What follows belongs to an exercise in optimizing a design on an open flow for small area and a short achievable clock period; a production flow would make more cautious choices.

// mfb_frame_gen_top
module mfb_frame_gen_top (
    input  logic          CLK,
    input  logic          RESET,
    input  logic          START,
    input  logic [31:0]   FRAMES,
    input  logic [15:0]   LEN_MIN,
    input  logic [15:0]   LEN_MAX,
    output logic          BUSY,
    output logic          DONE,
    output logic [31:0]   SENT_CNT,
    output logic [1023:0] TX_DATA,
    output logic [5:0]    TX_SOF_POS,
    output logic [11:0]   TX_EOF_POS,
    output logic [1:0]    TX_SOF,
    output logic [1:0]    TX_EOF,
    output logic          TX_SRC_RDY,
    input  logic          TX_DST_RDY
);
clock: 12.0 ns
lec_check: 0
abc_clock_period_in_ps: 3000
cap_margin: 20
core_area: 4 4 366 366
die_area: 0 0 370 370
slew_margin: 20
standard.sh (not shown) runs the stock make flow with config.mk's settings and CLKGATE_MAP_FILE= SYNTH_SCRIPT=/design/flow/synth_recipe.tcl, a recipe that flattens the netlist after the stock synthesis.
==> flow/flow/run.sh <==
#!/bin/bash
# The standard ORFS layout (standard.sh, with the standard synthesis), with
#  - the smallest buffer on the ports,
#  - the TX_DATA pins that one register or gate drives placed side by side
#    (place_pins -group_pins), so that those nets stay short, and
set -euo pipefail

# Item i of region r is TX_DATA[(r*64+i)*8 +: 8]. Bit b < 3 of an item comes
# from a register (or its complement) shared by the items with the same
# i mod 2^b; bit 3 is shared by the items with the same i mod 16 (as i/8 mod
# 2, i mod 8) and bit 4 by those with the same i mod 32.
groups=""
group() {  # $1: bit, $2: modulus; one group per residue
    local r=$3 b=$1 n=$2 g i k list
    for ((g = 0; g < n; g++)); do
        list=""
        k=0
        for ((i = g; i < 64; i += n)); do
            list+=" TX_DATA[$(( (r * 64 + i) * 8 + b ))]"
            # at most 16 pins a group, which place_pins can always fit
            if (( ++k == 16 )); then
                groups+=" -group_pins {${list# }}"
                list=""
                k=0
            fi
        done
        if [[ -n $list ]]; then groups+=" -group_pins {${list# }}"; fi
    done
}
for r in 0 1; do
    group 0 1 $r
    group 1 2 $r
    group 2 4 $r
    group 3 16 $r
    group 4 32 $r
done

bash standard.sh \
  "BUFFER_PORTS_ARGS=-buffer_cell sky130_fd_sc_hd__buf_1" \
  "PLACE_PINS_ARGS=${groups# }" \
  SETUP_SLACK_MARGIN=7.3 \
  finish > make.log 2>&1
The baseline did not get past I/O pin placement.
Rerun with:
--- a/flow/flow/run.sh
+++ b/flow/flow/run.sh
@@ -9,5 +9,5 @@
 # from a register (or its complement) shared by the items with the same
 # i mod 2^b; bit 3 is shared by the items with the same i mod 16 (as i/8 mod
-# 2, i mod 8) and bit 4 by those with the same i mod 32.
+# 2, i mod 8) and bit 4 by those with the same i mod 32; only the groups for bits 0-3 are made here.
 groups=""
 group() {  # $1: bit, $2: modulus; one group per residue
@@ -33,5 +33,5 @@
     group 2 4 $r
     group 3 16 $r
-    group 4 32 $r
+    :
 done
 
--- a/flow/config.mk
+++ b/flow/config.mk
@@ -8,5 +8,5 @@
 export ABC_CLOCK_PERIOD_IN_PS = 3000
 export CAP_MARGIN = 20
-export CORE_AREA = 4 4 366 366
-export DIE_AREA = 0 0 370 370
+export CORE_AREA = 4 4 326 326
+export DIE_AREA = 0 0 330 330
 export SLEW_MARGIN = 20
Effect:
- The changed run ended with an error in I/O pin placement, error PPL-0086
- synthesized cell count stays the same
- area after synthesis stays the same
Rerun with:
--- a/flow/flow/run.sh
+++ b/flow/flow/run.sh
@@ -9,5 +9,5 @@
 # from a register (or its complement) shared by the items with the same
 # i mod 2^b; bit 3 is shared by the items with the same i mod 16 (as i/8 mod
-# 2, i mod 8) and bit 4 by those with the same i mod 32; only the groups for bits 0-3 are made here.
+# 2, i mod 8) and bit 4 by those with the same i mod 32; only the groups for bits 0-2 are made here.
 groups=""
 group() {  # $1: bit, $2: modulus; one group per residue
@@ -32,5 +32,5 @@
     group 1 2 $r
     group 2 4 $r
-    group 3 16 $r
+    :
     :
 done
Outcome: With this change the flow finished with timing, DRC and antenna clean; area after synthesis does not change; synthesized cell count is unchanged.
Rerun with:
--- a/flow/flow/run.sh
+++ b/flow/flow/run.sh
@@ -9,5 +9,5 @@
 # from a register (or its complement) shared by the items with the same
 # i mod 2^b; bit 3 is shared by the items with the same i mod 16 (as i/8 mod
-# 2, i mod 8) and bit 4 by those with the same i mod 32; only the groups for bits 0-2 are made here.
+# 2, i mod 8) and bit 4 by those with the same i mod 32. place_pins anneals (-annealing) to fit the groups.
 groups=""
 group() {  # $1: bit, $2: modulus; one group per residue
@@ -32,11 +32,11 @@
     group 1 2 $r
     group 2 4 $r
-    :
-    :
+    group 3 16 $r
+    group 4 32 $r
 done
 
 bash standard.sh \
   "BUFFER_PORTS_ARGS=-buffer_cell sky130_fd_sc_hd__buf_1" \
-  "PLACE_PINS_ARGS=${groups# }" \
+  "PLACE_PINS_ARGS=-annealing ${groups# }" \
   SETUP_SLACK_MARGIN=7.3 \
   finish > make.log 2>&1
What happened:
- The new run failed in I/O pin placement on PPL-0107
- area after synthesis stays the same
- synthesized cell count stays the same
No functional check of the RTL was part of any run of this note.

==> port drivers added, routing unchanged <==
The results above use ideal ports. As a check the final layout listed here was re-extracted and re-timed, cells and wires unchanged.
Step 1 sets driving cells, clkbuf_16 on the clock port and buf_2 on the other inputs (assumed; they add their load-dependent delay and slew).
Step 2, shift: input delay + t, output delay - t, t = (earliest + latest rising clock arrival at the registers) / 2. This alone moves slack from input paths to output paths.
Slacks: no drivers / after step 1 / after step 2; pairs: no drivers / after step 1.
run: the third run
shift t [ns]: 0.615
setup WS [ns]: 7.283 / 7.217 / 6.824
hold slack, ns: 0.511 / 0.511 / 0.511
worst setup path after step 2: input to register
After both steps setup and hold are still met in the third run. For the third run, drivers alone change the setup slack by -0.066 ns; drivers and shift together by -0.459 ns.
